This is an optimization exercise on Yosys and OpenROAD, whose aim is small area, a short achievable clock period and few clock cycles per item, not a production implementation. At most, simulation tests tie the RTL to the original design; equivalence was not proved. Function not checked in runs 7 and 8: the RTL went through the layout flow alone. Power is estimated from default activity; no workload was simulated.

File: flow/config.mk
export PLATFORM = sky130hd
export DESIGN_NAME = linear_probe_hash_set
export DESIGN_NICKNAME = linear_probe_hash_set
export VERILOG_FILES = /design/flow/design.v
export SDC_FILE = /design/flow/constraint.sdc
export NUM_CORES = 4
export LEC_CHECK = 0
export ABC_CLOCK_PERIOD_IN_PS = 2000
export CAP_MARGIN = 20
export CORE_MARGIN = 2
export CORE_UTILIZATION = 65
export CTS_BUF_LIST = sky130_fd_sc_hd__clkbuf_8
export CTS_CLUSTER_DIAMETER = 60
export CTS_CLUSTER_SIZE = 16
export SETUP_SLACK_MARGIN = 3.4
export SLEW_MARGIN = 20
File: flow/constraint.sdc
create_clock -name core_clock -period 6.0 [get_ports {clock}]
set_input_delay 1.2000 -clock core_clock [delete_from_list [all_inputs] [get_ports {clock}]]
set_output_delay 1.2000 -clock core_clock [all_outputs]
set_load 0.01 [all_outputs]
File: flow/design.v
`timescale 1ns / 1ps
package lphs_pkg;
   localparam int SLOTS       = 16;
   localparam int CMD_W       = 2;
   localparam int REQ_KEY_W   = 32;
   localparam int STATUS_W    = 2;
   localparam int RSP_SLOT_W  = 4;
   localparam int RSP_COUNT_W = 5;
   localparam int MAX_W       = 5;
   localparam int CSR_ADDR_W  = 3;
   localparam int CSR_DATA_W  = 32;
   localparam logic [MAX_W-1:0] MAX_ENTRIES_RESET = MAX_W'(SLOTS * 7 / 10);
   localparam logic [CMD_W-1:0] CMD_INSERT = 2'd0;
   localparam logic [CMD_W-1:0] CMD_REMOVE = 2'd1;
   localparam logic [CMD_W-1:0] CMD_FIND   = 2'd2;
   localparam logic [STATUS_W-1:0] ST_OK        = 2'd0;
   localparam logic [STATUS_W-1:0] ST_NOT_FOUND = 2'd1;
   localparam logic [STATUS_W-1:0] ST_FULL      = 2'd2;
endpackage
`timescale 1ns / 1ps
module lphs_datapath (
   input  logic                                clock,
   input  logic                                reset,
   input  logic                                accept,
   input  logic [lphs_pkg::CMD_W-1:0]          cmd,
   input  logic [lphs_pkg::REQ_KEY_W-1:0]      key,
   input  logic [lphs_pkg::MAX_W-1:0]          max_entries,
   output logic                                res_valid,
   output logic [lphs_pkg::STATUS_W-1:0]       res_status,
   output logic [lphs_pkg::SLOTS-1:0]          res_sel,
   output logic [lphs_pkg::RSP_COUNT_W-1:0]    res_count
);
   localparam int N = lphs_pkg::SLOTS;
   logic [31:0]  key_q [N];
   logic [N-1:0] used_q, empty_q;
   logic [4:0]   count_q;
   logic         v_q, ins_q, rem_q, rf_q;
   logic [31:0]  rkey_q;
   logic [N-1:0] eq_q;
   logic         eq_k;
   logic [N-1:0] eq_in;
   assign eq_k = (key == rkey_q);
   always_comb begin
      for (int s = 0; s < N; s++) begin
         eq_in[s] = used_q[s] ? (key == key_q[s]) : eq_k;
      end
   end
   function automatic logic [N:0] below_or(input logic [N-1:0] x);
      logic [N/4-1:0] g;
      logic [N/4:0]   gp;
      for (int i = 0; i < N/4; i++) begin
         g[i] = |x[4*i +: 4];
      end
      gp[0] = 1'b0;
      for (int i = 0; i < N/4; i++) begin
         gp[i+1] = |(g & (N/4)'((1 << (i + 1)) - 1));
      end
      for (int s = 0; s < N; s++) begin
         below_or[s] = gp[s/4] | (|(x[4*(s/4) +: 4] & 4'((1 << (s % 4)) - 1)));
      end
      below_or[N] = gp[N/4];
   endfunction
   function automatic logic [N-1:0] circ_first(input logic [N-1:0] v, input logic [N-1:0] m);
      logic [N:0] p_h, p_v;
      p_h = below_or(v & m);
      p_v = below_or(v);
      for (int s = 0; s < N; s++) begin
         circ_first[s] = v[s] & (m[s] ? !p_h[s] : !(p_h[N] | p_v[s]));
      end
   endfunction
   function automatic logic [N-1:0] circ_before(input logic [N-1:0] v, input logic [N-1:0] m);
      logic [N:0] p_h, p_v;
      p_h = below_or(v & m);
      p_v = below_or(v);
      for (int s = 0; s < N; s++) begin
         circ_before[s] = m[s] ? !p_h[s] : !(p_h[N] | p_v[s]);
      end
   endfunction
   logic [N-1:0] m_in, m_q, match, first_ins, first_rf, reach, sel;
   logic         any_free, at_limit, ins_ok, hit;
   logic [4:0]   cnt_inc, cnt_dec, count_next;
   always_comb begin
      for (int s = 0; s < N; s++) begin
         m_in[s] = (4'(s) >= key[3:0]);
      end
   end
   assign match     = used_q & eq_q;
   assign first_ins = circ_first(~used_q, m_q);
   assign first_rf  = circ_first(empty_q | match, m_q);
   assign reach     = circ_before(empty_q, m_q);
   assign any_free = !(&used_q);
   assign at_limit = (count_q >= max_entries) || count_q[4];
   assign ins_ok   = ins_q && !at_limit && any_free;
   assign hit      = rf_q && |(match & reach);
   assign sel = ({N{ins_ok}} & first_ins) | ({N{rf_q}} & used_q & first_rf);
   assign cnt_inc    = count_q + 5'd1;
   assign cnt_dec    = count_q - 5'd1;
   assign count_next = ins_ok ? cnt_inc : ((rem_q && hit) ? cnt_dec : count_q);
   always_ff @(posedge clock) begin
      if (reset) begin
         v_q     <= 1'b0;
         ins_q   <= 1'b0;
         rem_q   <= 1'b0;
         rf_q    <= 1'b0;
         used_q  <= '0;
         empty_q <= '1;
         count_q <= '0;
      end else begin
         v_q     <= accept;
         ins_q   <= accept && (cmd == lphs_pkg::CMD_INSERT);
         rem_q   <= accept && (cmd == lphs_pkg::CMD_REMOVE);
         rf_q    <= accept && (cmd == lphs_pkg::CMD_REMOVE || cmd == lphs_pkg::CMD_FIND);
         count_q <= count_next;
         for (int s = 0; s < N; s++) begin
            if (ins_ok && first_ins[s]) begin
               used_q[s]  <= 1'b1;
               empty_q[s] <= 1'b0;
            end else if (rem_q && first_rf[s]) begin
               used_q[s]  <= 1'b0;
            end
         end
      end
   end
   always_ff @(posedge clock) begin
      rkey_q <= key;
      m_q    <= m_in;
      eq_q   <= eq_in;
      for (int s = 0; s < N; s++) begin
         if (!used_q[s]) begin
            key_q[s] <= rkey_q;
         end
      end
   end
   assign res_valid  = v_q;
   assign res_status = (ins_q && !ins_ok) ? lphs_pkg::ST_FULL :
                       ((ins_q || hit) ? lphs_pkg::ST_OK : lphs_pkg::ST_NOT_FOUND);
   assign res_sel    = sel;
   assign res_count  = count_next;
endmodule
`timescale 1ns / 1ps
module linear_probe_hash_set (
   input  logic                                clock,
   input  logic                                reset,
   input  logic                                req_valid,
   output logic                                req_stall,
   input  logic [lphs_pkg::CMD_W-1:0]          req_cmd,
   input  logic [lphs_pkg::REQ_KEY_W-1:0]      req_key,
   output logic                                rsp_valid,
   input  logic                                rsp_stall,
   output logic [lphs_pkg::STATUS_W-1:0]       rsp_status,
   output logic [lphs_pkg::RSP_SLOT_W-1:0]     rsp_slot,
   output logic [lphs_pkg::RSP_COUNT_W-1:0]    rsp_count,
   input  logic                                psel,
   input  logic                                penable,
   input  logic                                pwrite,
   input  logic [lphs_pkg::CSR_ADDR_W-1:0]     paddr,
   input  logic [lphs_pkg::CSR_DATA_W-1:0]     pwdata,
   output logic [lphs_pkg::CSR_DATA_W-1:0]     prdata,
   output logic                                pready
);
   localparam int RW = lphs_pkg::STATUS_W + lphs_pkg::RSP_SLOT_W + lphs_pkg::RSP_COUNT_W;
   logic [lphs_pkg::MAX_W-1:0] max_q;
   logic                       accept;
   logic                       res_valid;
   localparam int XW = lphs_pkg::STATUS_W + lphs_pkg::SLOTS + lphs_pkg::RSP_COUNT_W;
   logic [XW-1:0]              res;
   assign pready = 1'b1;
   assign prdata = paddr[2] ? '0 : lphs_pkg::CSR_DATA_W'(max_q);
   always_ff @(posedge clock) begin
      if (reset) begin
         max_q <= lphs_pkg::MAX_ENTRIES_RESET;
      end else if (psel && penable && pwrite && !paddr[2]) begin
         max_q <= pwdata[lphs_pkg::MAX_W-1:0];
      end
   end
   logic          r_v, r_move, r_v_in;
   logic [XW-1:0] r_q;
   logic [RW-1:0] r_ans;
   logic [3:0]    r_slot;
   always_comb begin
      r_slot = '0;
      for (int s = 0; s < lphs_pkg::SLOTS; s++) begin
         r_slot = r_slot | ({4{r_q[lphs_pkg::RSP_COUNT_W + s]}} & 4'(s));
      end
   end
   assign r_ans = {r_q[XW-1 -: lphs_pkg::STATUS_W], r_slot, r_q[lphs_pkg::RSP_COUNT_W-1:0]};
   logic [RW-1:0] q_q [2];
   logic [1:0]    occ_q, occ_in;
   logic [1:0]    wsel;
   logic          pop, full_q;
   logic [2:0]    occ_x;
   assign rsp_valid = occ_q[0];
   assign pop       = occ_q[0] && !rsp_stall;
   assign occ_x     = {1'b0, occ_q};
   assign {rsp_status, rsp_slot, rsp_count} = q_q[0];
   assign r_move = r_v && (!occ_q[1] || pop);
   assign r_v_in = res_valid || (r_v && !r_move);
   always_comb begin
      for (int i = 0; i < 2; i++) begin
         wsel[i] = r_move && (pop ? (occ_x[i] && !occ_x[i+1])
                                  : (!occ_x[i] && (i == 0 || occ_x[i-1])));
      end
      occ_in = occ_q;
      if (r_move && !pop) begin
         occ_in = {occ_q[0], 1'b1};
      end else if (pop && !r_move) begin
         occ_in = {1'b0, occ_q[1]};
      end
   end
   assign req_stall = full_q && rsp_stall;
   assign accept    = req_valid && !req_stall;
   always_ff @(posedge clock) begin
      if (reset) begin
         r_v    <= 1'b0;
         occ_q  <= '0;
         full_q <= 1'b0;
      end else begin
         r_v    <= r_v_in;
         occ_q  <= occ_in;
         full_q <= (occ_in[1] && (accept || r_v_in)) || (occ_in[0] && accept && r_v_in);
      end
   end
   always_ff @(posedge clock) begin
      if (res_valid) begin
         r_q <= res;
      end
      for (int i = 0; i < 2; i++) begin
         if (wsel[i]) begin
            q_q[i] <= r_ans;
         end else if (pop && i < 1) begin
            q_q[i] <= q_q[i+1];
         end
      end
   end
   lphs_datapath u_dp (
      .clock       (clock),
      .reset       (reset),
      .accept      (accept),
      .cmd         (req_cmd),
      .key         (req_key),
      .max_entries (max_q),
      .res_valid   (res_valid),
      .res_status  (res[XW-1 -: lphs_pkg::STATUS_W]),
      .res_sel     (res[lphs_pkg::RSP_COUNT_W +: lphs_pkg::SLOTS]),
      .res_count   (res[lphs_pkg::RSP_COUNT_W-1:0])
   );
endmodule
File: flow/run.sh
#!/bin/bash
# synth_recipe.tcl (not shown) runs the flow's synth.tcl, then flattens the netlist and writes it again
# the make line also repeats each setting of config.mk as NAME=value (left out here)
make -C /OpenROAD-flow-scripts/flow DESIGN_CONFIG=/design/flow/config.mk WORK_HOME=/design/flow/orfs CLKGATE_MAP_FILE= SYNTH_SCRIPT=/design/flow/synth_recipe.tcl finish
==> metrics.yaml, run 1 <==
ys_top_cells_by_count: "556 x edfxtp_1, 317 x xnor2_1, 227 x xor2_1"
cts_buffers: 50
drt-total-wl_mm: 83.4
yosysTopAreaCell: "edfxtp_1"
async_reset_ff_share_pct: 0
grt_use_total_pct: 36.3
nFillCells: 2901
grt_pass1_wl_mm: 119
insertion_delay_ns: 0.71
grt_max_degree: 36
critPathKind: "in -> out"
clk_path_buf_depth: 3
clkTransAtPathRegs_ns: 0.10
whs_path_depth: 0
multi_input_area_um2: 9600
maxCapViolCount: 0
holdPathEnd: "q_q[1][0]"
instances_no_fill: 2855
max_slew_margin_pct: 31.6
ff_latch_area_um2: 19000
ir_drop_mv: 0.306
start_util_pct: 65.4
syn_avg_cell_area_um2: 13.9
cp.required_ns: 4.80
vias: 18074
die_x_um: 215
syn_area_um2: 28800
synth_edf_count: 556
timing.fmax_mhz: 364
hold_path_class: "reg -> reg"
portBuffers: 64
finalClockSkew_ns: 0.0447
period_share_pct: 45.8
start_kind: "primary input"
placed_area_um2: 30300
gp_congestion: 0.979
critPathCaptureType: "primary output"
htreeDepth: 2
hp-start: "r_q[0]"
final_nets: 2307
viasPerCell: 6.33
slowest_stage: "buf_2"
ios: 122
max_stage_delay_ns: 0.14
num_rows: 77
ff2ff_path_depth: 8
die_h_um: 215
setup_ws_ns: 3.25
postRouteAntennaNets: 0
dp_worst_setup_slack_ns: 1.69
cts_hold_buffers: 0
dieArea_um2: 46000
drt_iter0_markers: 2177
netlist_instances: 2066
post-route-drc-count: 0
ys_warn_count: 5
drv_slew: 0
total_power_mw: 8.59
syn2layout_area_growth_pct: 12.5
fp.coreArea_um2: 44000
r2r-start: "u_dp.m_q[7]"
rsz0062_at_grt: "yes"
grt_overflow: 0
dr.pass1.iters: 7
cts_tree: "done"
post-synth-top-count-cell: "edfxtp_1"
wl_per_cell_um: 29.2
cts_num_sinks: 669
drive_above_1_share_pct: 17.2
ys.flop_type: "edfxtp_1"
synth.distinct_cells: 85
dp_hpwl_mm: 52.4
dp.cells: 2705
setup_viol: 0
synth-seq-area-share_pct: 65.8
synth_seq_cells: 669
critPathArrivalTime_ns: 1.55
antenna_found_initial: 0
timing.critical_path.fanout_max: 6
grt_pass1_vias: 17476
fin_crit_ns: 2.75
cts_root_buffer: "clkbuf_8"
status: "finished clean"
path_cells: "buf_12 -> nor2b_1 -> buf_2"
power_density_nw_per_um2: 265
synth_top_cell_area_share_pct: 58.0
final_area_um2: 32400
worst_pin_slew_ns: 1.02
ff2ff_setup_slack_ns: 3.47
synth_area_leaders: "edfxtp_1 58%, xnor2_1 9.6%, dfxtp_1 7.9%"
r2r-end: "r_q[1]"
final_hold_viol_count: 0
p_leak_nw: 11.7
setup_tns_ns: 0
-- routing by layer --
| metal | global-route usage [%] | wire length [um] |
|---|---|---|
| met4 | 13.8 | 3790 |
| met5 | 0 | 0 |
| met3 | 5.77 | 8540 |
| met1 | 49.6 | 31600 |
| met2 | 59.5 | 39500 |
-- worst max-delay path, delay by kind of cell --
kind / cells / cell delay (ns)
AND/OR/NAND/NOR: 1 / 0.10
buffers and inverters: 2 / 0.25
-- worst max-delay path by stage --
stage / start / end / slack (ns) / cells after the start
finish: paddr[2] / prdata[0] / 3.25 / 3
global route: paddr[2] / prdata[0] / 3.22 / 3
CTS: rsp_stall / req_stall / 3.19 / 3
floorplan: u_dp.used_q[10] / r_q[3] / 3.22 / 9
global placement: req_key[31] / u_dp.eq_q[15] / 1.56 / 7
detailed placement: req_key[24] / u_dp.eq_q[3] / 1.69 / 7
-- where the power goes --
| part | total [mW] | internal, mW | switching (mW) |
|---|---|---|---|
| Combinational | 0.830 | 0.325 | 0.505 |
| Clock | 2.42 | 0.937 | 1.48 |
| Sequential | 5.35 | 5.23 | 0.115 |
-- cells by family (layout without fill, tap and decap cells) --
| logic type | count (synthesis) | after routing | share of synthesized area, % |
|---|---|---|---|
| compound gates | 194 | 194 | 4.76 |
| xor+xnor | 544 | 544 | 16.5 |
| fa+ha+maj | 9 | 9 | 0.391 |
| buf+inv | 182 | 352 | 3.05 |
| flops | 669 | 669 | 65.8 |
| mux | 18 | 18 | 0.678 |
| other cells | 2 | 29 | 0.0261 |
| simple gates | 448 | 448 | 8.75 |
-- through the flow --
stage | utilization [%] | hold slack (ns)
floorplan | - | 0.422
finish | 73.6 | 0.455
global route | 73.6 | 0.474
CTS | 72.6 | 0.459
global placement | 68.9 | 0.436
detailed placement | 68.9 | 0.437
-- layout make-up --
cell class	count	share of cell area (%)
inverter	43	0.521
antenna	1	0.00772
sequential	669	58.8
multi-input combinational	1241	29.6
clock buffer	54	2.29
tap	592	2.29
timing repair inverter	1	0.0154
timing repair buffer	216	5.75
clock inverter	38	0.703
-- flip-flops by register name (all words and copies together), names as in the netlist --
name          cells
full_q            1
max_q             5
occ_q             2
q_q              22
r_q              22
r_v               1
u_dp.count_q      5
u_dp.empty_q     16
u_dp.eq_q        16
u_dp.ins_q        1
u_dp.key_q      512
u_dp.m_q         15
u_dp.rem_q        1
u_dp.rf_q         1
u_dp.rkey_q      32
u_dp.used_q      16
u_dp.v_q          1
-- timing repair --
| item | in CTS | in global routing |
|---|---|---|
| gates cloned | 1 | 0 |
| endpoints found under the setup margin | 93 | 65 |
| pin swaps | 25 | 25 |
| setup buffers | 30 | 26 |
| gates resized for setup | 201 | 76 |
-- cells in the final DEF (no fill, tap or decap), types with 29 or more instances in the layout --
cell	instances
edfxtp_1	556
xnor2_1	317
xor2_1	227
buf_4	139
nand4_1	102
nand2_1	80
dfxtp_1	75
inv_1	66
clkbuf_8	55
nor4_1	51
nand3_1	48
a21oi_1	35
nor2_1	29
Testbench counts, summed over its fixed seeds: cycles 2,424, items 2,400.
==> run 2, diff against run 1 <==
--- a/flow/config.mk
+++ b/flow/config.mk
@@ -14,2 +14,3 @@
 export CTS_CLUSTER_SIZE = 16
+export PLACE_DENSITY_LB_ADDON = 0.1
 export SETUP_SLACK_MARGIN = 3.4
==> metrics.yaml, run 2 <==
fin_crit_ns: 2.74  # -0.00330 ns
status: "finished clean"
yosysTopAreaCell: "edfxtp_1"
synth_edf_count: 556  # unchanged
p_leak_nw: 11.7  # -0.18%
die_h_um: 215  # unchanged
largest-register: "u_dp.key_q"
final_cell_mix: "556 x edfxtp_1, 317 x xnor2_1, 227 x xor2_1"
timing.critical_path.fanout_max: 2  # -4
insertion_delay_ns: 0.69  # -0.02 ns
critPathKind: "in -> out"
grt_use_total_pct: 36.6  # +0.30 points
viasPerCell: 6.41  # +1.2%
setup_viol: 0  # unchanged
setup_tns_ns: 0  # unchanged
dr.pass1.iters: 6  # -1
post-route-drc-count: 0  # unchanged
num_rows: 77  # unchanged
syn_area_um2: 28800  # unchanged
ys_top_cells_by_count: "556 x edfxtp_1, 317 x xnor2_1, 227 x xor2_1"
hold_path_class: "reg -> reg"
final_hold_viol_count: 0  # unchanged
ys_warn_count: 5  # unchanged
drt-total-wl_mm: 84.8  # +1.8%
start_util_pct: 65.4  # unchanged
vias: 18355  # +1.6%
grt_pass1_wl_mm: 120  # +0.70%
ir_drop_mv: 0.252  # -17%
cp.required_ns: 4.80  # about the same
maxCapViolCount: 0  # unchanged
syn2layout_area_growth_pct: 12.7
start_kind: "primary input"
cts_tree: "done"
portBuffers: 64  # unchanged
fp.coreArea_um2: 44000  # unchanged
timing.fmax_mhz: 364  # +0.12%
drive_above_1_share_pct: 17.0  # -0.16 points
grt_overflow: 0  # unchanged
syn_avg_cell_area_um2: 13.9  # unchanged
critPathArrivalTime_ns: 1.54  # about the same
worst_pin_slew_ns: 1.01  # -0.00506 ns
wl_per_cell_um: 29.6  # +1.4%
antenna_found_initial: 3  # +3
async_reset_ff_share_pct: 0  # unchanged
cts_root_buffer: "clkbuf_8"
dieArea_um2: 46000  # unchanged
grt_max_degree: 36  # unchanged
cts_buffers: 50  # unchanged
period_share_pct: 45.7  # -0.055 points
postRouteAntennaNets: 0  # unchanged
synth_seq_cells: 669  # unchanged
post-synth-top-count-cell: "edfxtp_1"
netlist_instances: 2066  # unchanged
dp_hpwl_mm: 53.5  # +2.0%
final_common_cell: "edfxtp_1"
synth.distinct_cells: 85  # unchanged
cts_num_sinks: 669  # unchanged
max_slew_margin_pct: 32.0  # +0.34 points
die_x_um: 215  # unchanged
drt_iter0_markers: 2547  # +17%
ys.flop_type: "edfxtp_1"
clkTransAtPathRegs_ns: 0.10  # about the same
synth_area_leaders: "edfxtp_1 58%, xnor2_1 9.6%, dfxtp_1 7.9%"
gp_congestion: 0.995  # +1.7%
reg_top3: "u_dp.key_q x512, u_dp.rkey_q x32"
largest_reg_flops: 512  # unchanged
rsz0062_at_grt: "yes"
ff_latch_area_um2: 19000  # -0.11%
nFillCells: 2925  # +0.83%
multi_input_area_um2: 9570  # -0.29%
clk_path_buf_depth: 3  # unchanged
timing.hold.ws_ns: 0.467  # +0.0122 ns
ios: 122  # unchanged
final_nets: 2317  # +0.43%
drv_slew: 0  # unchanged
synth_top_cell_area_share_pct: 58.0  # unchanged
ff2ff_setup_slack_ns: 3.32  # -0.15 ns
synth-seq-area-share_pct: 65.8  # unchanged
grt_pass1_vias: 17308  # -0.96%
power_density_nw_per_um2: 262  # -1.1%
finalClockSkew_ns: 0.0332  # -0.0115 ns
htreeDepth: 2  # unchanged
critPathCaptureType: "primary output"
==> run 2: routing by layer <==
layer	wire [um]	track usage, %
met3	9200	6.92
met1	32000	50.4
met2	39900	57.9
met5	12	0
met4	3650	15.7
==> run 2: kinds of logic after synthesis <==
group	Yosys count	synth area share, %
adders and majority gates	9	0.391
buffers and inverters	182	3.05
DFF	669	65.8
muxes	18	0.678
xor gates and xnor gates	544	16.5
AOI/OAI and AO/OA	194	4.76
and+or+nand+nor	448	8.75
other	2	0.0261
==> run 2: path summary, 6_finish.rpt <==
path | to | cells after the start | startpoint
min reg2reg | q_q[1][3] | 0 | r_q[3]
max reg2reg | r_q[10] | 9 | u_dp.used_q[12]
max | req_stall | 3 | rsp_stall
min | q_q[1][3] | 0 | r_q[3]
==> run 2: through the flow <==
step	setup slack, ns	utilization, %	area (um2)	std cells	power, mW
final	3.26	73.7	32500	2865	8.51
after CTS	3.24	72.2	31800	2816	8.48
after floorplan	3.22	-	29000	2092	5.93
after detailed placement	1.72	68.8	30300	2704	6.24
after global routing	3.25	73.7	32500	2864	8.74
after global placement	1.77	68.8	30300	2704	6.21
==> run 2: layout make-up <==
type,count,area share (%)
Clock buffer,53,2.25
Multi-Input combinational cell,1241,29.5
Sequential cell,669,58.6
Antenna cell,1,0.00771
Timing Repair Buffer,225,6.23
Timing Repair inverter,2,0.0385
Tap cell,592,2.28
Clock inverter,39,0.586
Inverter,43,0.520
==> run 2: where the power goes <==
| part | total [mW] | switching, mW | internal, mW |
|---|---|---|---|
| sequential | 5.35 | 0.120 | 5.23 |
| combinational | 0.845 | 0.509 | 0.336 |
| clock | 2.31 | 1.47 | 0.841 |
| total | 8.51 | 2.10 | 6.41 |
==> run 2: worst max-delay path, stage by stage <==
cell	delay [ns]
buf_8	0.10
and2_4	0.13
buf_6	0.11
==> run 2: repair_timing <==
item / 4_1_cts / 5_1_grt
cloned: 2 / 0
buffers inserted: 18 / 48
endpoints found under the setup margin: 92 / 59
pin swaps: 20 / 34
endpoints found under the hold margin: 0 / 0
resized for setup: 193 / 87
hold buffers: 0 / 0
==> run 3, diff against run 2 <==
--- a/flow/config.mk
+++ b/flow/config.mk
@@ -10,3 +10,3 @@
 export CORE_MARGIN = 2
-export CORE_UTILIZATION = 65
+export CORE_UTILIZATION = 60
 export CTS_BUF_LIST = sky130_fd_sc_hd__clkbuf_8
==> metrics.yaml, run 3 <==
synth-seq-area-share_pct: 65.8  # unchanged
slowest_stage: "and2_4"
finalClockSkew_ns: 0.0373  # +0.00408 ns
final_cell_mix: "556 x edfxtp_1, 316 x xnor2_1, 227 x xor2_1"
crit_buf_inv: 2  # unchanged
synth.distinct_cells: 85  # unchanged
grt_overflow: 0  # unchanged
largest-register: "u_dp.key_q"
netlist_instances: 2066  # unchanged
instances_no_fill: 2860  # -0.17%
grt_pass1_wl_mm: 118  # -1.6%
synth_xor_area_share_pct: 16.5  # unchanged
drv_slew: 0  # unchanged
drt-total-wl_mm: 84.2  # -0.80%
post-route-drc-count: 0  # unchanged
setup_viol: 0  # unchanged
synth_edf_count: 556  # unchanged
timing.fmax_mhz: 366  # +0.43%
max_stage_delay_ns: 0.13  # about the same
path_cells: "buf_8 -> and2_4 -> buf_6"
num_rows: 80  # +3.9%
ys.flop_type: "edfxtp_1"
die_x_um: 223  # +4.0%
wl_per_cell_um: 29.4  # -0.63%
syn2layout_area_growth_pct: 11.8
post-synth-top-count-cell: "edfxtp_1"
share_seq_of_total_power_pct: 61.8  # -1.1 points
swShare_pct: 24.6  # -0.068 points
synth_area_leaders: "edfxtp_1 58%, xnor2_1 9.6%, dfxtp_1 7.9%"
critPathTopFamily: "buffers and inverters"
start_util_pct: 60.6  # -4.8 points
yosysTopAreaCell: "edfxtp_1"
critPathCaptureType: "primary output"
grt_pass1_vias: 17159  # -0.86%
cts_tree: "done"
hold_path_class: "reg -> reg"
antenna_cells: 0  # -1
cts_root_buffer: "clkbuf_8"
clk_path_buf_depth: 3  # unchanged
antenna_found_initial: 2  # -1
worst_pin_slew_ns: 1.06  # +0.0427 ns
final_common_cell: "edfxtp_1"
dp.cells: 2723  # +0.70%
synth_top_family_by_area: "XOR/XNOR gates"
largest_reg_flops: 512  # unchanged
post-route-util_pct: 67.7  # -6.0 points
timing.hold.ws_ns: 0.445  # -0.0221 ns
power_density_nw_per_um2: 269  # +2.5%
reg_top3: "u_dp.key_q x512, u_dp.rkey_q x32"
vias: 18037  # -1.7%
setup_tns_ns: 0  # unchanged
intPower_mw: 6.52  # +1.8%
htreeDepth: 2  # unchanged
cp.required_ns: 4.80  # about the same
maxCapViolCount: 0  # unchanged
dieArea_um2: 49800  # +8.2%
syn_avg_cell_area_um2: 13.9  # unchanged
grt_use_total_pct: 33.7  # -2.9 points
viasPerCell: 6.31  # -1.6%
cts_buffers: 51  # +2.0%
fp.coreArea_um2: 47500  # +8.0%
synth_seq_cells: 669  # unchanged
postRouteAntennaNets: 0  # unchanged
clkTransAtPathRegs_ns: 0.11  # about the same
insertion_delay_ns: 0.71  # +0.02 ns
timing.critical_path.fanout_max: 2  # unchanged
synth_top_cell_area_share_pct: 58.0  # unchanged
clkPwrFrac_pct: 29.0  # +1.8 points
synthMuxAreaShare_pct: 0.678  # unchanged
synth-compound-area-share_pct: 4.76  # unchanged
ys_top_cells_by_count: "556 x edfxtp_1, 317 x xnor2_1, 227 x xor2_1"
grt_max_degree: 35  # -2.8%
dr.pass1.iters: 6  # unchanged
ios: 122  # unchanged
period_share_pct: 45.5  # -0.20 points
die_h_um: 223  # +4.0%
critPathKind: "in -> out"
ir_drop_mv: 0.240  # -4.6%
critPathArrivalTime_ns: 1.53  # about the same
final_nets: 2291  # -1.1%
dp_hpwl_mm: 52.6  # -1.6%
status: "finished clean"
power_frac_comb_pct: 9.3  # -0.6 points
cts_num_sinks: 669  # unchanged
final_hold_viol_count: 0  # unchanged
ys_warn_count: 5  # unchanged
nFillCells: 3397  # +16%
drive_above_1_share_pct: 16.4  # -0.55 points
start_kind: "primary input"
fin_crit_ns: 2.73  # -0.0118 ns
gp_congestion: 0.911  # -8.4%
synthAdderAreaFrac_pct: 0.391  # unchanged
drt_iter0_markers: 2169  # -15%
power_switching_mw: 2.13  # +1.4%
max_slew_margin_pct: 29.4  # -2.6 points
synth-simple-area-share_pct: 8.75  # unchanged
rsz0062_at_grt: "yes"
async_reset_ff_share_pct: 0  # unchanged
cts_hold_buffers: 0  # unchanged
portBuffers: 64  # unchanged
p_leak_nw: 11.5  # -1.4%
syn_area_um2: 28800  # unchanged
[run 3: cell types whose count changed in the layout (fill, tap and decap cells not counted), moves of 5 or more]
cell / change
buf_12: -11
buf_2: +11
buf_4: -17
clkdlybuf4s15_1: +8
clkdlybuf4s15_2: -5
clkdlybuf4s50_1: -5
dfxtp_1: -9
dfxtp_4: +10
dlygate4sd2_1: -5
[run 3: layout make-up]
cell class	instances	area [um2]	area share (%)
sequential	669	19100	59.2
clock inverter	38	269	0.835
clock buffer	54	743	2.31
tap	615	769	2.39
timing repair buffer	198	1630	5.05
inverter	43	169	0.524
multi-input combinational	1241	9550	29.7
timing repair inverter	2	15.0	0.0466
[run 3: power groups by stage]
| stage | registers, mW | clock network [mW] | logic [mW] |
|---|---|---|---|
| floorplan | 5.45 | 0 | 0.483 |
| global placement | 5.45 | 0 | 0.761 |
| detailed placement | 5.46 | 0 | 0.770 |
| CTS | 5.35 | 2.54 | 0.784 |
| global route | 5.37 | 2.68 | 0.847 |
| finish | 5.35 | 2.51 | 0.803 |
[run 3: timing repair]
| item | in CTS | in global routing |
|---|---|---|
| pin swaps | 12 | 34 |
| setup buffers | 17 | 26 |
| endpoints found under the setup margin | 91 | 64 |
| gates resized for setup | 173 | 96 |
| gates cloned | 2 | 0 |
[run 3: path summary, 6_finish.rpt]
| path | start | endpoint | slack [ns] | cells after the start |
|---|---|---|---|---|
| worst max-delay path | rsp_stall | req_stall | 3.27 | 3 |
| worst min-delay path | u_dp.rkey_q[22] | u_dp.key_q[0][22] | 0.45 | 0 |
| worst max register to register | u_dp.m_q[8] | r_q[1] | 3.36 | 10 |
| worst min register to register | u_dp.rkey_q[22] | u_dp.key_q[0][22] | 0.45 | 0 |
[run 3: metal layers]
metal,GRT usage [%],vias up,part of all wire (%)
met5,0,-,0
met4,12.5,0,4.4
met3,5.99,197,9.3
met2,55.7,910,48
met1,45.0,9168,39
li1,-,7762,-
[run 3: worst register-to-register path: stages, from the launching register on]
cell	delay, ns
dfxtp_4	0.38
a222oi_1	0.33
buf_4	0.18
nand4b_1	0.20
buf_4	0.22
nor3_4	0.18
nor4_2	0.09
or3_4	0.37
nand2_2	0.09
mux2i_2	0.24
nand2_1	0.10
[run 3: cells by family (layout without fill, tap and decap cells)]
kind of cell,count (synthesis),count (layout)
flip-flops,669,669
XOR/XNOR,544,544
other,2,28
multiplexers,18,18
buffers and inverters,182,335
adder cells (fa/ha/maj),9,9
AO/OA/AOI/OAI,194,194
AND/OR/NAND/NOR,448,448
[run 3: per-stage QoR]
stage	setup slack (ns)	total power [mW]	instance area (um2)
final	3.27	8.66	32200
after global routing	3.24	8.90	32200
after CTS	3.26	8.67	31700
after detailed placement	1.54	6.23	30300
after global placement	1.55	6.21	30300
after floorplan	3.22	5.93	29000
==> run 4, diff against run 3 <==
--- a/flow/config.mk
+++ b/flow/config.mk
@@ -15,3 +15,3 @@
 export PLACE_DENSITY_LB_ADDON = 0.1
-export SETUP_SLACK_MARGIN = 3.4
+export SETUP_SLACK_MARGIN = 3.45
 export SLEW_MARGIN = 20
==> metrics.yaml, run 4 <==
status: "finished clean"
ys_warn_count: 5  # unchanged
share_seq_of_total_power_pct: 62.2  # +0.4 points
synthAdderAreaFrac_pct: 0.391  # unchanged
syn_avg_cell_area_um2: 13.9  # unchanged
grt_pass1_wl_mm: 122  # +3.2%
synth-simple-area-share_pct: 8.75  # unchanged
antenna_found_initial: 1  # -1
final_hold_viol_count: 0  # unchanged
max_slew_margin_pct: 32.2  # +2.8 points
dieArea_um2: 49800  # unchanged
rsz0062_at_grt: "yes"
synthMuxAreaShare_pct: 0.678  # unchanged
ff2ff_path_depth: 9  # -1
cts_buffers: 50  # -2.0%
drive_above_1_share_pct: 20.4  # +4.0 points
grt_use_total_pct: 34.9  # +1.2 points
viasPerCell: 6.31  # about the same
wl_per_cell_um: 29.9  # +1.5%
htreeDepth: 2  # unchanged
grt_max_degree: 36  # +2.9%
cts_num_sinks: 669  # unchanged
period_share_pct: 45.6  # +0.10 points
timing.critical_path.fanout_max: 2  # unchanged
num_rows: 80  # unchanged
ir_drop_mv: 0.237  # -1.6%
clkTransAtPathRegs_ns: 0.09  # -0.02 ns
placed_area_um2: 30400  # +0.32%
start_kind: "primary input"
final_common_cell: "edfxtp_1"
maxCapViolCount: 0  # unchanged
cp-endpoint: "req_stall"
drv_slew: 0  # unchanged
drt-total-wl_mm: 87.4  # +3.9%
intPower_mw: 6.44  # -1.3%
ff2ff_setup_slack_ns: 3.36  # about the same
r2r-start: "u_dp.used_q[12]"
postRouteAntennaNets: 0  # unchanged
dp_hpwl_mm: 53.3  # +1.3%
vias: 18488  # +2.5%
cp.required_ns: 4.80  # about the same
grt_pass1_vias: 17292  # +0.78%
critPathLaunch: "rsp_stall"
critPathKind: "in -> out"
finalClockSkew_ns: 0.0458  # +0.00856 ns
synth.distinct_cells: 85  # unchanged
swShare_pct: 25.0  # +0.41 points
nFillCells: 3234  # -4.8%
synth_seq_cells: 669  # unchanged
hp-start: "u_dp.rkey_q[9]"
critPathArrivalTime_ns: 1.54  # about the same
worst_pin_slew_ns: 1.02  # -0.0422 ns
r2r-end: "r_q[19]"
synth_top_family_by_area: "XOR/XNOR gates"
start_util_pct: 60.6  # unchanged
async_reset_ff_share_pct: 0  # unchanged
die_x_um: 223  # unchanged
post-synth-top-count-cell: "edfxtp_1"
syn2layout_area_growth_pct: 14.8
synth-compound-area-share_pct: 4.76  # unchanged
final_area_um2: 33100  # +2.7%
netlist_instances: 2066  # unchanged
clkPwrFrac_pct: 27.8  # -1.2 points
largest-register: "u_dp.key_q"
power_density_nw_per_um2: 260  # -3.3%
synth_xor_area_share_pct: 16.5  # unchanged
cts_root_buffer: "clkbuf_8"
synth-seq-area-share_pct: 65.8  # unchanged
synth_area_leaders: "edfxtp_1 58%, xnor2_1 9.6%, dfxtp_1 7.9%"
drt_iter0_markers: 2355  # +8.6%
critPathCaptureType: "primary output"
fin_crit_ns: 2.74  # +0.00628 ns
cts_tree: "done"
syn_area_um2: 28800  # unchanged
grt_overflow: 0  # unchanged
hold_path_class: "reg -> reg"
power_switching_mw: 2.15  # +0.96%
clk_path_buf_depth: 3  # unchanged
ios: 122  # unchanged
power_frac_comb_pct: 10.0  # +0.7 points
gp_congestion: 0.937  # +2.8%
reg_top3: "u_dp.key_q x512, u_dp.rkey_q x32"
timing.fmax_mhz: 365  # -0.23%
ys.flop_type: "edfxtp_1"
post-route-drc-count: 0  # unchanged
synth_top_cell_area_share_pct: 58.0  # unchanged
final_cell_mix: "556 x edfxtp_1, 317 x xnor2_1, 227 x xor2_1"
portBuffers: 64  # unchanged
die_h_um: 223  # unchanged
setup_tns_ns: 0  # unchanged
insertion_delay_ns: 0.72  # about the same
fp.coreArea_um2: 47500  # unchanged
yosysTopAreaCell: "edfxtp_1"
largest_reg_flops: 512  # unchanged
p_leak_nw: 12.1  # +4.8%
setup_viol: 0  # unchanged
ys_top_cells_by_count: "556 x edfxtp_1, 317 x xnor2_1, 227 x xor2_1"
antenna_cells: 0  # unchanged
synth_edf_count: 556  # unchanged
dr.pass1.iters: 8  # +2
final_nets: 2359  # +3.0%
-- run 4: cell counts after synthesis --
No cell type changed its count.
-- run 4: final cells by class --
cell class	count	area [um2]	share of cell area, %
sequential	669	19000	57.6
multi-input combinational	1241	9880	29.8
timing repair buffer	267	2280	6.89
tap	615	769	2.33
clock buffer	52	716	2.16
clock inverter	40	216	0.654
inverter	43	169	0.511
timing repair inverter	2	15.0	0.0454
-- run 4: cells by family after synthesis --
kind of cell	Yosys count
AND/OR/NAND/NOR	448
other	2
AO/OA/AOI/OAI	194
adder cells (fa/ha/maj)	9
multiplexers	18
buffers and inverters	182
XOR/XNOR	544
flip-flops	669
-- run 4: worst min path at each step --
stage	to	slack, ns	cells past startpoint
after global routing	u_dp.key_q[4][9]	0.45	0
after global placement	u_dp.key_q[4][9]	0.41	0
final	u_dp.key_q[4][9]	0.44	0
after detailed placement	u_dp.key_q[4][9]	0.42	0
after CTS	u_dp.key_q[4][9]	0.44	0
after floorplan	q_q[1][0]	0.42	0
-- run 4: worst max-delay path: stages --
cell	delay, ns
buf_8	0.10
and2_4	0.13
buf_6	0.11
-- run 4: power by group through the flow --
stage	Clock, mW	Sequential, mW	Combinational (mW)
floorplan	0	5.45	0.486
global placement	0	5.45	0.770
detailed placement	0	5.46	0.783
CTS	2.41	5.35	0.806
global route	2.56	5.37	0.900
finish	2.39	5.35	0.859
-- run 4: per-layer routing --
metal  GRT usage [%]  vias up  wire length, um  part of all wire (%)
met5               0        -               11                 0.013
met1            46.6     9307            33600                    38
met2            56.4     1055            41600                    48
met4            15.9        2             4080                   4.7
met3            6.16      237             8190                   9.4
li1                -     7887                -                     -
-- run 4: stage by stage --
| step | power [mW] | instances | hold WS, ns | util, % | setup WS, ns |
|---|---|---|---|---|---|
| after floorplan | 5.93 | 2092 | 0.422 | - | 3.22 |
| final | 8.60 | 2929 | 0.444 | 69.6 | 3.26 |
| after global routing | 8.83 | 2929 | 0.447 | 69.6 | 3.25 |
| after detailed placement | 6.24 | 2729 | 0.419 | 63.9 | 1.64 |
| after CTS | 8.56 | 2860 | 0.442 | 67.5 | 3.26 |
| after global placement | 6.22 | 2729 | 0.413 | 63.9 | 1.64 |
-- run 4: timing repair --
| item | 4_1_cts | 5_1_grt |
|---|---|---|
| pin swaps | 24 | 41 |
| hold buffers | 0 | 0 |
| endpoints found under the setup margin | 93 | 76 |
| setup buffers | 37 | 69 |
| resized for setup | 258 | 127 |
| cloned | 2 | 0 |
==> run 5, diff against run 4 <==
--- a/flow/config.mk
+++ b/flow/config.mk
@@ -13,5 +13,4 @@
 export CTS_CLUSTER_DIAMETER = 60
-export CTS_CLUSTER_SIZE = 16
-export PLACE_DENSITY_LB_ADDON = 0.1
-export SETUP_SLACK_MARGIN = 3.45
+export CTS_CLUSTER_SIZE = 19
+export SETUP_SLACK_MARGIN = 3.4
 export SLEW_MARGIN = 20
==> metrics.yaml, run 5 <==
die_x_um: 223  # unchanged
cp-endpoint: "req_stall"
synth.distinct_cells: 85  # unchanged
post-route-drc-count: 0  # unchanged
crit_buf_inv: 2  # unchanged
dieArea_um2: 49800  # unchanged
synth_area_leaders: "edfxtp_1 58%, xnor2_1 9.6%, dfxtp_1 7.9%"
viasPerCell: 6.26  # -0.77%
fp.coreArea_um2: 47500  # unchanged
p_leak_nw: 11.6  # -3.5%
drive_above_1_share_pct: 16.8  # -3.6 points
nFillCells: 3451  # +6.7%
drv_slew: 0  # unchanged
rsz0062_at_grt: "yes"
syn_area_um2: 28800  # unchanged
portBuffers: 64  # unchanged
ff2ff_setup_slack_ns: 3.39  # +0.03 ns
status: "finished clean"
critPathArrivalTime_ns: 1.56  # +0.02 ns
r2r-end: "r_q[1]"
synth_top_family_by_area: "XOR/XNOR gates"
async_reset_ff_share_pct: 0  # unchanged
wl_per_cell_um: 30.0  # +0.51%
insertion_delay_ns: 0.71  # about the same
clkTransAtPathRegs_ns: 0.11  # +0.02 ns
ys_top_cells_by_count: "556 x edfxtp_1, 317 x xnor2_1, 227 x xor2_1"
ff2ff_path_depth: 8  # -1
critPathKind: "in -> out"
power_density_nw_per_um2: 267  # +2.9%
synth_xor_area_share_pct: 16.5  # unchanged
critPathTopFamily: "buffers and inverters"
cp.required_ns: 4.80  # about the same
yosysTopAreaCell: "edfxtp_1"
maxCapViolCount: 0  # unchanged
max_stage_delay_ns: 0.15  # +0.02 ns
dr.pass1.iters: 7  # -1
fin_crit_ns: 2.76  # +0.0244 ns
cts_num_sinks: 669  # unchanged
timing.critical_path.fanout_max: 4  # +2
grt_overflow: 0  # unchanged
critPathLaunch: "rsp_stall"
synth-compound-area-share_pct: 4.76  # unchanged
largest-register: "u_dp.key_q"
ys.flop_type: "edfxtp_1"
htreeDepth: 2  # unchanged
netlist_instances: 2066  # unchanged
synthAdderAreaFrac_pct: 0.391  # unchanged
dp_worst_setup_slack_ns: 1.72  # +0.0784 ns
r2r-start: "u_dp.empty_q[0]"
final_common_cell: "edfxtp_1"
cts_tree: "done"
vias: 17944  # -2.9%
drt_iter0_markers: 2201  # -6.5%
cts_root_buffer: "clkbuf_8"
setup_viol: 0  # unchanged
syn2layout_area_growth_pct: 12.4
final_cell_mix: "556 x edfxtp_1, 317 x xnor2_1, 227 x xor2_1"
period_share_pct: 46.0  # +0.41 points
grt_use_total_pct: 34.7  # -0.23 points
drt-total-wl_mm: 86.0  # -1.7%
setup_tns_ns: 0  # unchanged
path_cells: "buf_8 -> and2_4 -> buf_6"
slowest_stage: "and2_4"
syn_avg_cell_area_um2: 13.9  # unchanged
final_hold_viol_count: 0  # unchanged
largest_reg_flops: 512  # unchanged
synth-seq-area-share_pct: 65.8  # unchanged
synth_edf_count: 556  # unchanged
multi_input_area_um2: 9620  # -2.6%
cp.depth: 3  # unchanged
synthMuxAreaShare_pct: 0.678  # unchanged
ir_drop_mv: 0.294  # +24%
grt_pass1_vias: 17073  # -1.3%
critPathCaptureType: "primary output"
worst_pin_slew_ns: 1.06  # +0.0474 ns
post-synth-top-count-cell: "edfxtp_1"
setup_ws_ns: 3.24  # -0.0244 ns
start_kind: "primary input"
cts_buffers: 46  # -8.0%
synth_seq_cells: 669  # unchanged
reg_top3: "u_dp.key_q x512, u_dp.rkey_q x32"
num_rows: 80  # unchanged
timing.fmax_mhz: 362  # -0.88%
dp_hpwl_mm: 55.3  # +3.8%
clk_path_buf_depth: 3  # unchanged
die_h_um: 223  # unchanged
final_nets: 2298  # -2.6%
synth_top_cell_area_share_pct: 58.0  # unchanged
grt_max_degree: 36  # unchanged
start_util_pct: 60.6  # unchanged
hold_path_class: "reg -> reg"
whs_path_depth: 0  # unchanged
max_slew_margin_pct: 29.0  # -3.2 points
grt_pass1_wl_mm: 121  # -0.61%
antenna_found_initial: 2  # +1
postRouteAntennaNets: 0  # unchanged
synth-simple-area-share_pct: 8.75  # unchanged
ys_warn_count: 5  # unchanged
ff_latch_area_um2: 19000  # about the same
finalClockSkew_ns: 0.0418  # -0.00405 ns
gp_congestion: 0.931  # -0.57%
ios: 122  # unchanged
[run 5: what timing repair did]
action                                  4_1_cts  5_1_grt
gates cloned                                  1        0
buffers inserted                             26       20
resized for setup                           195       80
hold buffers                                  0        0
pin swaps                                    26       27
endpoints found under the setup margin       93       59
[run 5: worst min-delay path by stage]
stage / start / to / slack [ns]
final: r_q[2] / q_q[1][2] / 0.46
after global routing: r_q[3] / q_q[1][3] / 0.48
after CTS: r_q[3] / q_q[1][3] / 0.47
after detailed placement: r_q[3] / q_q[1][3] / 0.43
after global placement: r_q[1] / q_q[1][1] / 0.44
after floorplan: r_q[0] / q_q[1][0] / 0.42
[run 5: metal layers]
metal / GRT usage [%] / vias up / routed length [um]
li1: - / 7767 / -
met1: 47.7 / 9071 / 33700
met2: 56.4 / 934 / 41100
met3: 4.85 / 170 / 7580
met4: 13.7 / 2 / 3540
met5: 0 / - / 11
[run 5: through the flow]
step | utilization (%) | instances | hold WS [ns] | instance area [um2] | total power [mW]
after global placement | 63.9 | 2733 | 0.435 | 30400 | 6.22
final | 68.1 | 2865 | 0.464 | 32400 | 8.65
after detailed placement | 63.9 | 2733 | 0.433 | 30400 | 6.24
after floorplan | - | 2092 | 0.422 | 29000 | 5.93
after global routing | 68.1 | 2865 | 0.475 | 32400 | 8.88
after CTS | 67.2 | 2844 | 0.465 | 32000 | 8.65
[run 5: power by group]
| part | internal [mW] | switching, mW | total [mW] | leakage, nW |
|---|---|---|---|---|
| logic | 0.319 | 0.503 | 0.823 | 4.32 |
| clock network | 0.954 | 1.53 | 2.48 | 0.548 |
| registers | 5.23 | 0.117 | 5.35 | 6.76 |
[run 5: layout make-up]
type / count / share of cell area (%)
inverter: 43 / 0.522
timing repair buffer: 211 / 5.54
tap: 615 / 2.38
timing repair inverter: 1 / 0.0232
sequential: 669 / 58.8
multi-input combinational: 1241 / 29.7
clock inverter: 36 / 0.966
antenna: 1 / 0.00773
clock buffer: 48 / 2.04
[run 5: cell families after synthesis]
logic type,count (synthesis)
AND/OR/NAND/NOR,448
flip-flops,669
multiplexers,18
XOR/XNOR,544
AO/OA/AOI/OAI,194
buffers and inverters,182
other,2
adder cells (fa/ha/maj),9
==> run 6, diff against run 5 <==
--- a/flow/config.mk
+++ b/flow/config.mk
@@ -13,3 +13,4 @@
 export CTS_CLUSTER_DIAMETER = 60
-export CTS_CLUSTER_SIZE = 19
+export CTS_CLUSTER_SIZE = 16
+export PLACE_DENSITY_LB_ADDON = 0.2
 export SETUP_SLACK_MARGIN = 3.4
==> metrics.yaml, run 6 <==
gr-max-usage-layer: "met2"
dp_worst_setup_slack_ns: 1.70  # -0.0174 ns
drt_iter0_markers: 2360  # +7.2%
met2_usage_pct: 54.6  # -1.8 points
viasPerCell: 6.41  # +2.3%
use_met1_pct: 44.5  # -3.2 points
timing.fmax_mhz: 364  # +0.48%
power_density_nw_per_um2: 263  # -1.5%
syn_area_um2: 28800  # unchanged
post-synth-top-count-cell: "edfxtp_1"
synth-simple-area-share_pct: 8.75  # unchanged
period_share_pct: 45.8  # -0.22 points
synth_seq_cells: 669  # unchanged
final_cell_mix: "556 x edfxtp_1, 317 x xnor2_1, 227 x xor2_1"
grt_pass1_vias: 17585  # +3.0%
cts_tree: "done"
cts_hold_buffers: 0  # unchanged
grt_max_degree: 35  # -2.8%
dr.pass1.iters: 6  # -1
synth_area_leaders: "edfxtp_1 58%, xnor2_1 9.6%, dfxtp_1 7.9%"
cts_num_sinks: 669  # unchanged
start_kind: "primary input"
synth_top_cell_area_share_pct: 58.0  # unchanged
post-route-util_pct: 68.0  # about the same
fp.coreArea_um2: 47500  # unchanged
largest_reg_flops: 512  # unchanged
clk_path_buf_depth: 3  # unchanged
fin_crit_ns: 2.75  # -0.0132 ns
ys_top_cells_by_count: "556 x edfxtp_1, 317 x xnor2_1, 227 x xor2_1"
drive_above_1_share_pct: 16.9  # +0.095 points
die_x_um: 223  # unchanged
grtUsageMet3_pct: 6.23  # +1.4 points
wl_per_cell_um: 29.4  # -1.9%
slowest_stage: "buf_2"
timing.critical_path.fanout_max: 6  # +2
setup_ws_ns: 3.25  # +0.0132 ns
ir_drop_mv: 0.253  # -14%
synth.distinct_cells: 85  # unchanged
worst_pin_slew_ns: 1.12  # +0.0534 ns
reg_top3: "u_dp.key_q x512, u_dp.rkey_q x32"
antenna_found_initial: 2  # unchanged
critPathArrivalTime_ns: 1.55  # about the same
dp_hpwl_mm: 53.3  # -3.6%
ios: 122  # unchanged
dieArea_um2: 49800  # unchanged
syn2layout_area_growth_pct: 12.3  # about the same
insertion_delay_ns: 0.72  # about the same
yosysTopAreaCell: "edfxtp_1"
htreeDepth: 2  # unchanged
critPathTopFamily: "buffers and inverters"
status: "finished clean"
nFillCells: 3345  # -3.1%
post-route-drc-count: 0  # unchanged
cts_buffers: 51  # +11%
gp_congestion: 0.955  # +2.5%
max_stage_delay_ns: 0.14  # about the same
synth-compound-area-share_pct: 4.76  # unchanged
synth-seq-area-share_pct: 65.8  # unchanged
synth_edf_count: 556  # unchanged
setup_viol: 0  # unchanged
grt_overflow: 0  # unchanged
grt_pass1_wl_mm: 120  # -1.1%
ys.flop_type: "edfxtp_1"
postRouteAntennaNets: 0  # unchanged
synth_top_family_by_area: "XOR/XNOR gates"
synth_xor_area_share_pct: 16.5  # unchanged
start_util_pct: 60.6  # unchanged
maxCapViolCount: 0  # unchanged
hold_path_class: "reg -> reg"
clkTransAtPathRegs_ns: 0.10  # about the same
path_cells: "buf_8 -> nor2b_1 -> buf_2"
async_reset_ff_share_pct: 0  # unchanged
netlist_instances: 2066  # unchanged
crit_buf_inv: 2  # unchanged
synthMuxAreaShare_pct: 0.678  # unchanged
setup_tns_ns: 0  # unchanged
syn_avg_cell_area_um2: 13.9  # unchanged
num_rows: 80  # unchanged
cts_root_buffer: "clkbuf_8"
final_nets: 2302  # +0.17%
portBuffers: 64  # unchanged
final_hold_viol_count: 0  # unchanged
p_leak_nw: 11.6  # -0.13%
synthAdderAreaFrac_pct: 0.391  # unchanged
critPathCaptureType: "primary output"
grt_use_total_pct: 33.9  # -0.79 points
cp.required_ns: 4.80  # about the same
vias: 18417  # +2.6%
die_h_um: 223  # unchanged
rsz0062_at_grt: "yes"
drt-total-wl_mm: 84.7  # -1.5%
max_slew_margin_pct: 25.2  # -3.9 points
final_common_cell: "edfxtp_1"
antenna_cells: 0  # -1
critPathKind: "in -> out"
drv_slew: 0  # unchanged
largest-register: "u_dp.key_q"
ys_warn_count: 5  # unchanged
finalClockSkew_ns: 0.0682  # +0.0264 ns
==> run 6: cell counts after synthesis <==
No cell type changed its count.
==> run 6: worst register-to-register path, cell delays in order, from the launching register on <==
cell and delay, ns:
dfxtp_1 0.39, a211o_1 0.35, nor4b_4 0.39, nand4_1 0.30, or4b_4 0.60, nor2_4 0.18, a21oi_4 0.08, o31ai_4 0.24
==> run 6: what timing repair did <==
| action | CTS | global route |
|---|---|---|
| pin swaps | 14 | 28 |
| resized for setup | 194 | 96 |
| setup endpoints to repair | 92 | 60 |
| cloned | 2 | 0 |
| setup buffers | 20 | 27 |
==> run 6: final cells by class <==
class | instances | area (um2) | share of cell area, %
Clock buffer | 51 | 702 | 2.17
Clock inverter | 45 | 240 | 0.743
Inverter | 43 | 173 | 0.534
Multi-Input combinational cell | 1241 | 9660 | 29.9
Sequential cell | 669 | 19000 | 58.8
Tap cell | 615 | 769 | 2.38
Timing Repair Buffer | 209 | 1760 | 5.44
Timing Repair inverter | 2 | 10.0 | 0.0310
==> run 6: final timing paths <==
path	start	to	slack (ns)	cells past startpoint
hold / removal	u_dp.rkey_q[6]	u_dp.key_q[3][6]	0.46	0
hold reg to reg	u_dp.rkey_q[6]	u_dp.key_q[3][6]	0.46	0
setup / recovery	paddr[2]	prdata[0]	3.25	3
setup reg to reg	u_dp.empty_q[4]	r_q[19]	3.29	7
==> run 6: cell families (layout without fill, tap and decap cells) <==
family / after synthesis / count (layout)
flops: 669 / 669
compound gates: 194 / 194
simple gates: 448 / 448
fa+ha+maj: 9 / 9
mux: 18 / 18
other cells: 2 / 28
xor+xnor: 544 / 544
buf+inv: 182 / 350
==> run 6: per-stage QoR <==
stage	hold WS [ns]	cells	power (mW)	instance area, um2
6_report	0.456	2875	8.52	32300
2_1_floorplan	0.422	2092	5.93	29000
3_3_place_gp	0.415	2729	6.21	30400
5_1_grt	0.471	2875	8.75	32300
4_1_cts	0.456	2848	8.51	31800
3_5_place_dp	0.436	2730	6.24	30400
==> run 6: report_power, final <==
part           leakage, nW  switching (mW)  internal, mW
sequential            6.76           0.121          5.23
clock                0.595            1.52         0.828
combinational         4.26           0.499         0.316
==> run 6: routing by layer <==
layer  vias to the layer above  routed length (um)  part of all wire, %
met5                         -                  12                0.014
met4                         2                4690                  5.5
met3                       272                8580                   10
met2                      1102               39900                   47
met1                      9243               31500                   37
li1                       7798                   -                    -
==> run 7, diff against run 6 <==
--- a/flow/design.v
+++ b/flow/design.v
@@ -47,21 +47,12 @@
    end
-   function automatic logic [N:0] below_or(input logic [N-1:0] x);
-      logic [N/4-1:0] g;
-      logic [N/4:0]   gp;
-      for (int i = 0; i < N/4; i++) begin
-         g[i] = |x[4*i +: 4];
-      end
-      gp[0] = 1'b0;
-      for (int i = 0; i < N/4; i++) begin
-         gp[i+1] = |(g & (N/4)'((1 << (i + 1)) - 1));
-      end
-      for (int s = 0; s < N; s++) begin
-         below_or[s] = gp[s/4] | (|(x[4*(s/4) +: 4] & 4'((1 << (s % 4)) - 1)));
-      end
-      below_or[N] = gp[N/4];
-   endfunction
    function automatic logic [N-1:0] circ_first(input logic [N-1:0] v, input logic [N-1:0] m);
-      logic [N:0] p_h, p_v;
-      p_h = below_or(v & m);
-      p_v = below_or(v);
+      logic [N-1:0] vh;
+      logic [N:0]   p_h, p_v;
+      vh     = v & m;
+      p_h[0] = 1'b0;
+      p_v[0] = 1'b0;
+      for (int s = 0; s < N; s++) begin
+         p_h[s+1] = p_h[s] | vh[s];
+         p_v[s+1] = p_v[s] | v[s];
+      end
       for (int s = 0; s < N; s++) begin
@@ -71,5 +62,11 @@
    function automatic logic [N-1:0] circ_before(input logic [N-1:0] v, input logic [N-1:0] m);
-      logic [N:0] p_h, p_v;
-      p_h = below_or(v & m);
-      p_v = below_or(v);
+      logic [N-1:0] vh;
+      logic [N:0]   p_h, p_v;
+      vh     = v & m;
+      p_h[0] = 1'b0;
+      p_v[0] = 1'b0;
+      for (int s = 0; s < N; s++) begin
+         p_h[s+1] = p_h[s] | vh[s];
+         p_v[s+1] = p_v[s] | v[s];
+      end
       for (int s = 0; s < N; s++) begin
@@ -209,3 +206,3 @@
    end
-   assign req_stall = full_q && rsp_stall;
+   assign req_stall = full_q && !pop;
    assign accept    = req_valid && !req_stall;
--- a/flow/config.mk
+++ b/flow/config.mk
@@ -14,4 +14,3 @@
 export CTS_CLUSTER_SIZE = 16
-export PLACE_DENSITY_LB_ADDON = 0.2
-export SETUP_SLACK_MARGIN = 3.4
+export SETUP_SLACK_MARGIN = 3.5
 export SLEW_MARGIN = 20
==> metrics.yaml, run 7 <==
syn_area_um2: 28700  # -0.53%
p_leak_nw: 11.9  # +2.4%
htreeDepth: 2  # unchanged
drt_iter0_markers: 2565  # +8.7%
viasPerCell: 6.32  # -1.3%
synth-seq-area-share_pct: 66.2  # +0.35 points
portBuffers: 64  # unchanged
vias: 18509  # +0.50%
ys.flop_type: "edfxtp_1"
synth_top_cell_area_share_pct: 58.3  # +0.31 points
grt_overflow: 0  # unchanged
async_reset_ff_share_pct: 0  # unchanged
placed_area_um2: 30200  # -0.41%
post-route-util_pct: 69.7  # +1.7 points
share_seq_of_total_power_pct: 62.4  # -0.5 points
yosysTopAreaCell: "edfxtp_1"
cts_buffers: 51  # unchanged
fin_crit_ns: 3.04  # +0.294 ns
cts_hold_buffers: 0  # unchanged
setup_tns_ns: 0  # unchanged
grt_pass1_vias: 17617  # +0.18%
worst_pin_slew_ns: 1.07  # -0.0492 ns
start_kind: "register"
critPathCaptureType: "register"
die_h_um: 223  # -0.26%
power_frac_comb_pct: 9.8  # +0.2 points
cts_tree: "done"
cp.required_ns: 6.58  # +1.78 ns
cts_num_sinks: 669  # unchanged
grt_max_degree: 37  # +5.7%
gp_congestion: 0.936  # -1.9%
antenna_cells: 0  # unchanged
path_cells: "clkinvlp_4 -> buf_12 -> a221oi_4 -> o221ai_2 -> a2111o_2 -> or4_4 -> or4_1 -> a211o_1 -> a21o_1"
critPathArrivalTime_ns: 3.62  # +2.07 ns
num_rows: 80  # unchanged
dieArea_um2: 49500  # -0.52%
post-synth-top-count-cell: "edfxtp_1"
postRouteAntennaNets: 0  # unchanged
grt_pass1_wl_mm: 123  # +2.7%
hold_path_class: "reg -> reg"
setup_viol: 0  # unchanged
post-route-drc-count: 0  # unchanged
final_hold_viol_count: 0  # unchanged
fp.coreArea_um2: 47400  # -0.21%
crit_buf_inv: 2  # unchanged
synth.distinct_cells: 67  # -21%
largest_reg_flops: 512  # unchanged
critPathKind: "reg -> reg"
die_x_um: 223  # -0.26%
antenna_found_initial: 2  # unchanged
clk_path_buf_depth: 3  # unchanged
insertion_delay_ns: 0.71  # about the same
power_switching_mw: 2.17  # +1.6%
cts_root_buffer: "clkbuf_8"
ys_top_cells_by_count: "556 x edfxtp_1, 305 x xnor2_1, 242 x xor2_1"
ys_warn_count: 5  # unchanged
dp_hpwl_mm: 53.0  # -0.51%
timing.critical_path.fanout_max: 3  # -3
start_util_pct: 60.4  # -0.20 points
final_cell_mix: "556 x edfxtp_1, 305 x xnor2_1, 242 x xor2_1"
grt_use_total_pct: 35.2  # +1.3 points
wl_per_cell_um: 29.9  # +1.7%
clkTransAtPathRegs_ns: 0.10  # about the same
synth_edf_count: 556  # unchanged
netlist_instances: 2081  # +0.73%
intPower_mw: 6.43  # +0.89%
ir_drop_mv: 0.269  # +6.3%
synth_seq_cells: 669  # unchanged
final_nets: 2355  # +2.3%
status: "finished clean"
drt-total-wl_mm: 87.7  # +3.5%
period_share_pct: 50.7  # +4.9 points
critPathTopFamily: "compound AO/OA/AOI/OAI gates"
rsz0062_at_grt: "yes"
synth_area_leaders: "edfxtp_1 58%, xnor2_1 9.3%, dfxtp_1 7.9%"
maxCapViolCount: 0  # unchanged
syn2layout_area_growth_pct: 15.4
syn_avg_cell_area_um2: 13.8  # -1.3%
dr.pass1.iters: 9  # +3
final_common_cell: "edfxtp_1"
ios: 122  # unchanged
drive_above_1_share_pct: 19.5  # +2.6 points
total_power_mw: 8.61  # +1.1%
timing.fmax_mhz: 329  # -9.7%
finalClockSkew_ns: 0.0419  # -0.0263 ns
power_density_nw_per_um2: 260  # -1.2%
final_area_um2: 33100  # +2.2%
clkPwrFrac_pct: 27.8  # +0.2 points
max_stage_delay_ns: 0.51  # +0.37 ns
slowest_stage: "a2111o_2"
largest-register: "u_dp.key_q"
drv_slew: 0  # unchanged
reg_top3: "u_dp.key_q x512, u_dp.rkey_q x32"
max_slew_margin_pct: 28.5  # +3.3 points
swShare_pct: 25.2  # +0.12 points
## run 7: per-stage QoR
stage / hold WS [ns] / instances / setup slack (ns)
6_report: 0.457 / 2928 / 2.96
3_5_place_dp: 0.424 / 2728 / 1.52
3_3_place_gp: 0.413 / 2728 / 1.61
5_1_grt: 0.465 / 2928 / 2.87
2_1_floorplan: 0.422 / 2107 / 2.89
4_1_cts: 0.448 / 2889 / 2.98
## run 7: cell type report
type	instances	area [um2]
clock buffers	54	743
clock inverters	42	209
fillers	3333	14400
inverters	40	205
multi-input cells	1252	9860
flip-flops and latches	669	19000
well taps	615	769
repair buffers	250	2240
repair inverters	6	37.5
## run 7: routing by layer
layer / global-route usage, % / part of all wire (%) / vias to the layer above
li1: - / - / 7914
met1: 50.3 / 40 / 9380
met2: 55.2 / 46 / 1035
met3: 5.98 / 9.9 / 180
met4: 11.9 / 3.8 / 0
met5: 0 / 0 / -
## run 7: timing repair
item | in CTS | in global routing
setup buffers | 58 | 38
resized for setup | 342 | 88
endpoints found under the setup margin | 93 | 80
cloned | 7 | 1
pin swaps | 51 | 42
## run 7: kinds of logic (layout without fill, tap and decap cells)
family                   Yosys count  after routing  synth area share (%)
adder cells (fa/ha/maj)            9              9                 0.393
flip-flops                       669            669                  66.2
AND/OR/NAND/NOR                  438            439                  8.22
other                              2             28                0.0262
buffers and inverters            187            392                  2.86
AO/OA/AOI/OAI                    211            211                  4.94
multiplexers                      18             18                 0.681
XOR/XNOR                         547            547                  16.7
## run 7: final timing paths
check             startpoint                end  slack [ns]  depth (start not counted)
min           u_dp.rkey_q[4]  u_dp.key_q[15][4]        0.46                          0
min reg2reg   u_dp.rkey_q[4]  u_dp.key_q[15][4]        0.46                          0
max reg2reg  u_dp.used_q[10]    u_dp.empty_q[9]        2.96                          9
max          u_dp.used_q[10]    u_dp.empty_q[9]        2.96                          9
## run 7: power by group through the flow
| stage | combinational (mW) | sequential [mW] | clock [mW] |
|---|---|---|---|
| floorplan | 0.483 | 5.45 | 0 |
| global placement | 0.758 | 5.46 | 0 |
| detailed placement | 0.770 | 5.47 | 0 |
| CTS | 0.802 | 5.36 | 2.42 |
| global route | 0.888 | 5.39 | 2.58 |
| finish | 0.845 | 5.37 | 2.40 |
==> run 8, diff against run 7 <==
--- a/flow/config.mk
+++ b/flow/config.mk
@@ -14,3 +14,3 @@
 export CTS_CLUSTER_SIZE = 16
-export SETUP_SLACK_MARGIN = 3.5
+export SETUP_SLACK_MARGIN = 3.4
 export SLEW_MARGIN = 20
==> metrics.yaml, run 8 <==
critPathCaptureType: "register"
synth_area_leaders: "edfxtp_1 58%, xnor2_1 9.3%, dfxtp_1 7.9%"
ir_drop_mv: 0.231  # -14%
final_nets: 2346  # -0.38%
synth_top_family_by_area: "XOR/XNOR gates"
synth_seq_cells: 669  # unchanged
grt_max_degree: 37  # unchanged
clkPwrFrac_pct: 28.1  # +0.3 points
ys_top_cells_by_count: "556 x edfxtp_1, 305 x xnor2_1, 242 x xor2_1"
cts_tree: "done"
synth_top_cell_area_share_pct: 58.3  # unchanged
postRouteAntennaNets: 0  # unchanged
setup_viol: 0  # unchanged
p_leak_nw: 11.8  # -1.1%
largest_reg_flops: 512  # unchanged
status: "finished clean"
dp_worst_setup_slack_ns: 1.69  # +0.171 ns
portBuffers: 64  # unchanged
timing.fmax_mhz: 323  # -1.7%
power_switching_mw: 2.15  # -1.3%
synth-simple-area-share_pct: 8.22  # unchanged
timing.hold.ws_ns: 0.446  # -0.0112 ns
post-route-drc-count: 0  # unchanged
share_seq_of_total_power_pct: 62.2  # -0.2 points
cts_num_sinks: 669  # unchanged
hold_path_class: "reg -> reg"
async_reset_ff_share_pct: 0  # unchanged
synth_edf_count: 556  # unchanged
die_h_um: 223  # unchanged
gp_congestion: 0.939  # +0.30%
grt_overflow: 0  # unchanged
synth-seq-area-share_pct: 66.2  # unchanged
syn2layout_area_growth_pct: 14.9
total_power_mw: 8.62  # about the same
wl_per_cell_um: 30.1  # +0.44%
max_slew_margin_pct: 26.1  # -2.4 points
maxCapViolCount: 0  # unchanged
grt_pass1_vias: 17697  # +0.45%
grt_use_total_pct: 35.5  # +0.32 points
r2r-start: "u_dp.used_q[10]"
num_rows: 80  # unchanged
start_util_pct: 60.4  # unchanged
insertion_delay_ns: 0.71  # about the same
placed_area_um2: 30200  # -0.16%
start_kind: "register"
worst_pin_slew_ns: 1.10  # +0.0355 ns
final_cell_mix: "556 x edfxtp_1, 305 x xnor2_1, 242 x xor2_1"
final_hold_viol_count: 0  # unchanged
ys_warn_count: 5  # unchanged
clkTransAtPathRegs_ns: 0.10  # about the same
cp.required_ns: 6.58  # about the same
grt_pass1_wl_mm: 124  # +0.50%
hp-start: "u_dp.rkey_q[21]"
post-route-util_pct: 69.4  # -0.27 points
timing.critical_path.fanout_max: 34  # +31
synthAdderAreaFrac_pct: 0.393  # unchanged
die_x_um: 223  # unchanged
synthMuxAreaShare_pct: 0.681  # unchanged
final_common_cell: "edfxtp_1"
cts_buffers: 51  # unchanged
period_share_pct: 51.6  # +0.87 points
viasPerCell: 6.33  # +0.16%
setup_ws_ns: 2.90  # -0.0523 ns
syn_area_um2: 28700  # unchanged
instances_no_fill: 2921  # -0.24%
drt-total-wl_mm: 87.8  # +0.20%
intPower_mw: 6.47  # +0.56%
antenna_found_initial: 4  # +2
htreeDepth: 2  # unchanged
critPathArrivalTime_ns: 3.68  # +0.06 ns
critPathLaunch: "u_dp.used_q[10]"
-- run 8: cell counts after synthesis --
No cell type changed its count.
-- run 8: path summary, 6_finish.rpt --
kind	cells after the start	endpoint	slack (ns)
worst max-delay path	9	u_dp.empty_q[9]	2.90
worst min-delay path	0	u_dp.key_q[9][21]	0.45
worst max register to register	9	u_dp.empty_q[9]	2.90
worst min register to register	0	u_dp.key_q[9][21]	0.45
-- run 8: area by class of cell --
cell class	count	share of cell area [%]
antenna	2	0.0152
clock buffer	54	2.26
clock inverter	42	0.699
inverter	40	0.638
multi-input combinational	1251	29.7
sequential	669	57.7
tap	615	2.34
timing repair buffer	240	6.58
timing repair inverter	8	0.144
-- run 8: repair_timing --
action / CTS / global route
endpoints found under the setup margin: 93 / 80
gates cloned: 9 / 0
pin swaps: 47 / 46
gates resized for setup: 281 / 102
setup buffers: 58 / 29
-- run 8: logic make-up after synthesis --
group | count (synthesis)
other cells | 2
mux | 18
buf+inv | 187
simple gates | 438
flops | 669
compound gates | 211
fa+ha+maj | 9
xor+xnor | 547
-- run 8: layer usage --
metal	GRT usage, %	wire length (um)
met5	0	0
met4	13.6	4290
met3	6.29	8780
met2	56.6	40700
met1	49.1	34000
-- run 8: power groups by stage --
| stage | Combinational (mW) | Clock, mW | Sequential (mW) |
|---|---|---|---|
| after global routing | 0.883 | 2.61 | 5.38 |
| after global placement | 0.765 | 0 | 5.45 |
| after detailed placement | 0.776 | 0 | 5.46 |
| after CTS | 0.799 | 2.45 | 5.36 |
| after floorplan | 0.481 | 0 | 5.45 |
| final | 0.838 | 2.42 | 5.36 |
-- run 8: critical path, stage by stage (launching register included) --
cell and delay [ns]:
dfxtp_4 0.36, inv_1 0.05, buf_8 0.19, a221oi_4 0.32
o221ai_2 0.19, a2111o_2 0.51, or4_4 0.44, or4_1 0.42
a211o_1 0.31, a21o_1 0.19

Check on run 8: ideal ports give 2.904 ns setup slack; a clkbuf_16 on the clock port and buf_2 on the inputs give 2.904 ns; moving port delays by the midpoint clock arrival (0.748 ns) as well gives 2.607 ns.
